This is an optimization exercise on Yosys and OpenROAD, whose aim is small area, a short achievable clock period and few clock cycles per item, not a production implementation.
Only simulation tests tie the RTL to the original design; equivalence was not proved.
Power figures rest on the tool's default switching activity, not on a simulated workload.

// heater_handle_supervisor
module heater_handle_supervisor (
  input  logic                         clk_i,
  input  logic                         rst_ni,
  input  logic                         in_valid_i,
  output logic                         in_ready_o,
  input  logic [hhs_pkg::InW-1:0]      in_data_i,
  output logic                         out_valid_o,
  input  logic                         out_ready_i,
  output logic [hhs_pkg::OutW-1:0]     out_data_o,
  input  logic                         cfg_valid_i,
  output logic                         cfg_ready_o,
  input  logic [hhs_pkg::CfgIdxW-1:0]  cfg_index_i,
  input  logic [hhs_pkg::CfgDataW-1:0] cfg_data_i
);
Size: roughly 190 flip-flops, ~12000 sq um of cells after synthesis.
==> module hhs_cfg_regs, before the edit <==
module hhs_cfg_regs (
  input  logic                         clk_i,
  input  logic                         rst_ni,
  input  logic                         we_i,
  input  logic [hhs_pkg::CfgIdxW-1:0]  idx_i,
  input  logic [hhs_pkg::CfgDataW-1:0] data_i,
  input  logic [7:0]                   level_i,
  input  logic [7:0]                   air_duty_i,
  output logic [15:0]                  sleep_ticks_o,
  output logic [14:0]                  error_ticks_o,
  output logic [9:0]                   max_temp_o,
  output logic [9:0]                   min_temp_o,
  output logic [7:0]                   min_air_o,
  output logic [8:0]                   cool_lim_o,
  output logic [7:0]                   max_air_duty_o,
  output logic [7:0]                   sleep_fan_duty_o
);
  logic pend_pto_q, pend_max_air_q, pend_sfl_q;
  always_ff @(posedge clk_i or negedge rst_ni) begin
    if (!rst_ni) begin
      sleep_ticks_o <= hhs_pkg::RstSleepTicks;
      error_ticks_o <= hhs_pkg::RstErrorTicks;
      max_temp_o    <= hhs_pkg::RstMaxTemp;
      min_temp_o    <= hhs_pkg::RstMinTemp;
      min_air_o     <= hhs_pkg::RstMinAir;
    end else if (we_i) begin
      case (idx_i)
        3'd0: sleep_ticks_o <= data_i;
        3'd1: error_ticks_o <= data_i[14:0];
        3'd2: max_temp_o    <= data_i[9:0];
        3'd3: min_temp_o    <= data_i[9:0];
        3'd4: min_air_o     <= data_i[7:0];
        default: ;
      endcase
    end
  end
  always_ff @(posedge clk_i or negedge rst_ni) begin
    if (!rst_ni) begin
      pend_pto_q     <= 1'b0;
      pend_max_air_q <= 1'b0;
      pend_sfl_q     <= 1'b0;
    end else begin
      pend_pto_q     <= we_i && (idx_i == 3'd5);
      pend_max_air_q <= we_i && (idx_i == 3'd6);
      pend_sfl_q     <= we_i && (idx_i == 3'd7);
    end
  end
  always_ff @(posedge clk_i or negedge rst_ni) begin
    if (!rst_ni) begin
      cool_lim_o       <= hhs_pkg::RstCoolLim;
      max_air_duty_o   <= hhs_pkg::RstMaxAirDuty;
      sleep_fan_duty_o <= hhs_pkg::RstSleepFanDuty;
    end else begin
      if (pend_pto_q)     cool_lim_o       <= {1'b0, level_i} + 9'd70;
      if (pend_max_air_q) max_air_duty_o   <= air_duty_i;
      if (pend_sfl_q)     sleep_fan_duty_o <= air_duty_i;
    end
  end
endmodule
export LEC_CHECK = 0
export CAP_MARGIN = 20
export CORE_MARGIN = 2
export CORE_UTILIZATION = 40
export CTS_BUF_LIST = sky130_fd_sc_hd__clkbuf_8
export SLEW_MARGIN = 20
create_clock -name core_clock -period 9.0 [get_ports {clk_i}]
standard.sh (not shown) runs the stock make flow with config.mk's settings and CLKGATE_MAP_FILE= SYNTH_SCRIPT=/design/flow/synth_recipe.tcl, a recipe that flattens the netlist after the stock synthesis.
==> flow/flow/run.sh <==
#!/bin/bash
# Layout: the standard flow (standard.sh, which runs the standard synthesis
# unchanged) with two settings changed: the ports are buffered with
# sky130_fd_sc_hd__buf_1 (buffer_ports' own pick is a delay buffer), and the
# timing repair aims for 6.0 ns of setup slack at the design's clock period.
# The make output goes to standard_flow.log; ORFS's logs stay under orfs/logs.
set -euo pipefail
bash standard.sh SETUP_SLACK_MARGIN=6.0 "BUFFER_PORTS_ARGS=-buffer_cell sky130_fd_sc_hd__buf_1" finish > standard_flow.log 2>&1
Testbench counts at the start, summed over its fixed seeds: cycles 16,024, items 16,000.
Change:
--- a/flow/design.v
+++ b/flow/design.v
@@ -257,22 +257,30 @@
   output logic [7:0]                   max_air_duty_o,
   output logic [7:0]                   sleep_fan_duty_o
 );
   logic pend_pto_q, pend_max_air_q, pend_sfl_q;
+  logic [15:0] sleep_ticks_n_q;
+  logic [14:0] error_ticks_n_q;
+  logic [9:0]  max_temp_n_q;
+  logic [7:0]  min_air_n_q;
+  assign sleep_ticks_o = ~sleep_ticks_n_q;
+  assign error_ticks_o = ~error_ticks_n_q;
+  assign max_temp_o    = ~max_temp_n_q;
+  assign min_air_o     = ~min_air_n_q;
   always_ff @(posedge clk_i or negedge rst_ni) begin
     if (!rst_ni) begin
-      sleep_ticks_o <= hhs_pkg::RstSleepTicks;
-      error_ticks_o <= hhs_pkg::RstErrorTicks;
-      max_temp_o    <= hhs_pkg::RstMaxTemp;
-      min_temp_o    <= hhs_pkg::RstMinTemp;
-      min_air_o     <= hhs_pkg::RstMinAir;
+      sleep_ticks_n_q <= ~hhs_pkg::RstSleepTicks;
+      error_ticks_n_q <= ~hhs_pkg::RstErrorTicks;
+      max_temp_n_q    <= ~hhs_pkg::RstMaxTemp;
+      min_temp_o      <= hhs_pkg::RstMinTemp;
+      min_air_n_q     <= ~hhs_pkg::RstMinAir;
     end else if (we_i) begin
       case (idx_i)
-        3'd0: sleep_ticks_o <= data_i;
-        3'd1: error_ticks_o <= data_i[14:0];
-        3'd2: max_temp_o    <= data_i[9:0];
-        3'd3: min_temp_o    <= data_i[9:0];
-        3'd4: min_air_o     <= data_i[7:0];
+        3'd0: sleep_ticks_n_q <= ~data_i;
+        3'd1: error_ticks_n_q <= ~data_i[14:0];
+        3'd2: max_temp_n_q    <= ~data_i[9:0];
+        3'd3: min_temp_o      <= data_i[9:0];
+        3'd4: min_air_n_q     <= ~data_i[7:0];
         default: ;
       endcase
     end
   end
Outcome: Wire length fell by about 8%; design area fell by 4.3%; clock-buffer cell count rose by 1; non-clock buffer count fell by 42; power fell by about 1.6%; via count fell by 5.3%; synthesized area fell by 1.5%; sequential share of layout area rose by 1.9 points; clock skew rose by 3.9 ps; die area fell by 1.5%; first-iteration DRC count rose by 4.2%.
Testbench counts after the change, summed over its fixed seeds: cycles 16,024, items 16,000.

==> separate check: timing with driven ports <==
No port has a modelled driver above. Below, the same layouts with a new extraction and two added sets of constraints. Step 1 assumes that a clkbuf_16 drives the clock port and a buf_2 every other input. Step 2 times the ports against the registers' clock, not the clock port: input delays grow and output delays shrink by t, the midpoint of the rising clock arrivals with the driver on. Slacks: no drivers / after step 1 / after step 2; pairs: no drivers / after step 1.
run	t (ns)	setup WS [ns]	slew at the worst register clock pin (ns)	worst slew at a driven data input, ns
the first run	0.518	5.931 / 5.931 / 5.629	0.12 / 0.12	0.07
the second run	0.527	6.050 / 6.027 / 5.629	0.11 / 0.11	0.04
After both steps setup and hold are still met in every run listed. The setup slack of the second run, which loses most, moves by -0.023 ns with the drivers and by -0.421 ns with both steps.
